Context: an optimization exercise on an open-source flow, tuned for small area. The choices shown serve that exercise and are no tape-out recipe.
In this exercise RTL edits were held to simulation tests only and were not proved equivalent to the original.

Setup of garnet:
## chi_aiu_occ_monitor
module chi_aiu_occ_monitor #(
  parameter int N_OTT = 32,
  parameter int N_STT = 32,
  parameter int AGE_W = 16,
  localparam int OCW  = $clog2(N_OTT + 1),
  localparam int SCW  = $clog2(N_STT + 1),
  localparam int NMAX = (N_OTT > N_STT) ? N_OTT : N_STT,
  localparam int IW   = (NMAX > 1) ? $clog2(NMAX) : 1
) (
  input  logic             clk,
  input  logic             resetn,
  input  logic [N_OTT-1:0] ott_entry_validvec,
  input  logic [N_STT-1:0] stt_entry_validvec,
  input  logic             starv_mode,
  input  logic             clear,
  input  logic [AGE_W-1:0] timeout_thresh,
  output logic [OCW-1:0]   ott_count,
  output logic [SCW-1:0]   stt_count,
  output logic [OCW-1:0]   ott_hwm,
  output logic [SCW-1:0]   stt_hwm,
  output logic             ott_full,
  output logic             stt_full,
  output logic             timeout_err,
  output logic             timeout_is_stt,
  output logic [IW-1:0]    timeout_idx,
  output logic [7:0]       timeout_cnt,
  output logic [15:0]      starv_cycles,
  output logic [7:0]       starv_entries,
  output logic             dbg_starv_state
);
  localparam int NE = N_OTT + N_STT;
  localparam int SW = 17;
  localparam logic [SW-1:0] INV  = 17'ha954;   
  localparam logic [SW-1:0] KDET = 17'ha954;   
  function automatic logic [3:0] f_p_u(input logic [3:0] s);
    case (s)
      4'd0: f_p_u = 4'd7;
      4'd1: f_p_u = 4'd15;
      4'd2: f_p_u = 4'd14;
      4'd3: f_p_u = 4'd12;
      4'd4: f_p_u = 4'd15;
      4'd5: f_p_u = 4'd14;
      4'd6: f_p_u = 4'd12;
  ...
Size: roughly 6500 cells after synthesis, ~150 I/O pins, ~0.054 sq mm of cells after synthesis.
==> flow/config.mk <==
export PLATFORM = sky130hd
export DESIGN_NAME = chi_aiu_occ_monitor
export DESIGN_NICKNAME = chi_aiu_occ_monitor
export VERILOG_FILES = /design/flow/design.v
export SDC_FILE = /design/flow/constraint.sdc
export NUM_CORES = 4
export LEC_CHECK = 0
export ABC_AREA = 1
export CAP_MARGIN = 20
export CORE_MARGIN = 2
export CORE_UTILIZATION = 60
export PLACE_DENSITY = 0.72
export SLEW_MARGIN = 20
==> flow/constraint.sdc <==
create_clock -name core_clock -period 12.0 [get_ports {clk}]
set_input_delay 2.4000 -clock core_clock [delete_from_list [all_inputs] [get_ports {clk}]]
set_output_delay 2.4000 -clock core_clock [all_outputs]
set_load 0.01 [all_outputs]
standard.sh (not shown) runs the stock make flow with config.mk's settings and CLKGATE_MAP_FILE= SYNTH_SCRIPT=/design/flow/synth_recipe.tcl, a recipe that flattens the netlist after the stock synthesis.
==> flow/flow/run.sh <==
#!/bin/bash
# Own flow: the standard layout (standard.sh) with these changes:
#  - synthesis maps the logic with a stronger area-oriented ABC script
#    (flow/abc_area2.script); everything before ABC, including flip-flop mapping and
#    register names, is the standard synthesis;
#  - port buffers are the smallest buffer (every port still gets one);
#  - clock tree: clkbuf_8 only, sink clusters of at most 16 sinks within 80 um, and
#    no dummy loads.
set -euo pipefail
W=$(pwd)
SCRIPT="$W/flow/abc_area2.script"
# my_synth.tcl = synth_recipe.tcl plus a wrapper for abc that swaps in our script
{
  head -n 1 synth_recipe.tcl
  echo "proc abc {args} { set i [lsearch -exact \$args -script]; if {\$i >= 0} { lset args [expr {\$i + 1}] {$SCRIPT} }; yosys abc {*}\$args }"
  tail -n +2 synth_recipe.tcl
} > my_synth.tcl
sed "s#SYNTH_SCRIPT=[^ ]*synth_recipe.tcl#SYNTH_SCRIPT=$W/my_synth.tcl#" standard.sh > my_standard.sh
grep -q "SYNTH_SCRIPT=$W/my_synth.tcl" my_standard.sh
export BUFFER_PORTS_ARGS="-buffer_cell sky130_fd_sc_hd__buf_1"
export CTS_ARGS="-sink_clustering_enable -repair_clock_nets -dont_use_dummy_load -buf_list sky130_fd_sc_hd__clkbuf_8 -sink_clustering_size 16 -sink_clustering_max_diameter 80"
bash my_standard.sh > "$W/standard_flow.log" 2>&1
==> flow/flow/abc_area2.script <==
strash
balance; rewrite; refactor; balance; rewrite; rewrite -z; balance; refactor -z; rewrite -z; balance
balance; rewrite; refactor; balance; rewrite; rewrite -z; balance; refactor -z; rewrite -z; balance
balance; rewrite; refactor; balance; rewrite; rewrite -z; balance; refactor -z; rewrite -z; balance
balance; rewrite; refactor; balance; rewrite; rewrite -z; balance; refactor -z; rewrite -z; balance
dch -f
amap
topo
stime -c
buffer -c
upsize -c
dnsize -c
garnet ran to completion and came out clean on the timing, DRC and antenna checks.
Input changes introduced in ember (baseline for comparison: garnet):
Settings: CORE_UTILIZATION now 35, was 60; PLACE_DENSITY now 0.55, was 0.72.
-- flow/flow/run.sh --
<<< garnet, line 6
#  - port buffers are the smallest buffer (every port still gets one);
#  - clock tree: clkbuf_8 only, sink clusters of at most 16 sinks within 80 um, and
#    no dummy loads.
>>> ember, line 6
#  - port buffers are the smallest buffer (every port still gets one);
#  - clock tree: clkbuf_8 only, sink clusters of at most 16 sinks within 60 um, and
#    no dummy loads.
<<< garnet, line 20
export BUFFER_PORTS_ARGS="-buffer_cell sky130_fd_sc_hd__buf_1"
export CTS_ARGS="-sink_clustering_enable -repair_clock_nets -dont_use_dummy_load -buf_list sky130_fd_sc_hd__clkbuf_8 -sink_clustering_size 16 -sink_clustering_max_diameter 80"
bash my_standard.sh > "$W/standard_flow.log" 2>&1
>>> ember, line 20
export BUFFER_PORTS_ARGS="-buffer_cell sky130_fd_sc_hd__buf_1"
export CTS_ARGS="-sink_clustering_enable -repair_clock_nets -dont_use_dummy_load -buf_list sky130_fd_sc_hd__clkbuf_8 -sink_clustering_size 16 -sink_clustering_max_diameter 60"
bash my_standard.sh > "$W/standard_flow.log" 2>&1
==> flow/flow/abc_area2.script <==
strash
balance; rewrite; refactor; balance; rewrite; rewrite -z; balance; refactor -z; rewrite -z; balance
balance; rewrite; refactor; balance; rewrite; rewrite -z; balance; refactor -z; rewrite -z; balance
dch -f
amap
topo
stime -c
dnsize -c
[summary]
No stage failed in ember, and the final checks on the layout all came back clean.
ember vs. garnet: clock insertion delay at the later pin of the skew report moved up; compound-cell area share of the yosys netlist moved up; non-clock buffer contribution to total cell area moved up.
When the final numbers for ember and garnet were put side by side, the die outline area turned out to be greater in ember.
Number of non-filler instances in the completed layout (ember / garnet): 1.13
Modified inputs, pepper compared to ember
Settings: CORE_UTILIZATION changed from 35 to 60; PLACE_DENSITY changed from 0.55 to 0.72.
-- flow/flow/run.sh --
<<< ember, line 6
#  - port buffers are the smallest buffer (every port still gets one);
#  - clock tree: clkbuf_8 only, sink clusters of at most 16 sinks within 60 um, and
#    no dummy loads.
>>> pepper, line 6
#  - port buffers are the smallest buffer (every port still gets one);
#  - clock tree: clkbuf_8 only, sink clusters of at most 16 sinks within 80 um, and
#    no dummy loads.
<<< ember, line 20
export BUFFER_PORTS_ARGS="-buffer_cell sky130_fd_sc_hd__buf_1"
export CTS_ARGS="-sink_clustering_enable -repair_clock_nets -dont_use_dummy_load -buf_list sky130_fd_sc_hd__clkbuf_8 -sink_clustering_size 16 -sink_clustering_max_diameter 60"
bash my_standard.sh > "$W/standard_flow.log" 2>&1
>>> pepper, line 20
export BUFFER_PORTS_ARGS="-buffer_cell sky130_fd_sc_hd__buf_1"
export CTS_ARGS="-sink_clustering_enable -repair_clock_nets -dont_use_dummy_load -buf_list sky130_fd_sc_hd__clkbuf_8 -sink_clustering_size 16 -sink_clustering_max_diameter 80"
bash my_standard.sh > "$W/standard_flow.log" 2>&1
-- flow/flow/abc_area2.script --
<<< ember, line 7
stime -c
dnsize -c
>>> pepper, line 7
stime -c
buffer -c
upsize -c
dnsize -c
### Flow results
Reported for pepper and ember, count of flip-flops and latches turned out identical to the last digit. Total of fill cells in the finished design went down by more than a quarter going from ember to pepper. Compared with ember, pepper supports a higher clock frequency. Cell count in pepper is about 11% below ember. Highest cell delay on the worst timing path ended up 0.18 ns lower on pepper than on ember. Final clock period utilization by the worst path ended up 1.3 points lower on pepper than on ember. Fraction of area in multi-input gates in pepper vs ember: up 1.7 points. Going from ember to pepper, met3 usage moved up, final worst setup slack went up by 0.16 ns.
The inputs of harbor differ from those of pepper as listed below.
Settings: a change of PLACE_DENSITY from 0.72 to 0.55; a change of CORE_UTILIZATION from 60 to 35.
-- flow/flow/run.sh --
<<< pepper, line 6
#  - port buffers are the smallest buffer (every port still gets one);
#  - clock tree: clkbuf_8 only, sink clusters of at most 16 sinks within 80 um, and
#    no dummy loads.
>>> harbor, line 6
#  - port buffers are the smallest buffer (every port still gets one);
#  - clock tree: clkbuf_8 only, sink clusters of at most 16 sinks within 60 um, and
#    no dummy loads.
<<< pepper, line 20
export BUFFER_PORTS_ARGS="-buffer_cell sky130_fd_sc_hd__buf_1"
export CTS_ARGS="-sink_clustering_enable -repair_clock_nets -dont_use_dummy_load -buf_list sky130_fd_sc_hd__clkbuf_8 -sink_clustering_size 16 -sink_clustering_max_diameter 80"
bash my_standard.sh > "$W/standard_flow.log" 2>&1
>>> harbor, line 20
export BUFFER_PORTS_ARGS="-buffer_cell sky130_fd_sc_hd__buf_1"
export CTS_ARGS="-sink_clustering_enable -repair_clock_nets -dont_use_dummy_load -buf_list sky130_fd_sc_hd__clkbuf_8 -sink_clustering_size 16 -sink_clustering_max_diameter 60"
bash my_standard.sh > "$W/standard_flow.log" 2>&1
Findings:
Compared with pepper, in harbor final cell count climbed about 12%, routed wire length climbed about 12%, total placed cells including tap cells climbed about 12%, average routed wire per standard cell dropped 0.31%. Delta (harbor minus pepper): area growth from synthesis to layout up 3.0 points. Worst hold-check slack: higher on pepper.

==> static timing again, ports no longer ideal <==
The flow's constraints put no driver on any port. The routed layouts listed below were extracted and timed again, unchanged, in two steps.
Step 1 assumes that a clkbuf_16 drives the clock port and a buf_2 every other input.
Step 2 times the ports against the registers' clock, not the clock port: input delays grow and output delays shrink by t, the midpoint of the rising clock arrivals with the driver on.
Slacks: ideal ports / drivers / drivers and shift; pairs: ideal ports / drivers.
run | t, ns | slack for setup (ns) | worst setup path after step 2
garnet | 0.841 | 0.682 / 0.728 / -0.113 | input to register
ember | 0.896 | 0.734 / 0.786 / -0.111 | input to register
pepper | 0.800 | 0.893 / 0.936 / 0.136 | input to register
harbor | 0.898 | 1.120 / 1.164 / 0.266 | input to register
Met with ideal ports but missed after step 2: setup timing in garnet and ember. The setup slack of harbor, which loses most, moves by +0.044 ns with the drivers and by -0.854 ns with both steps.
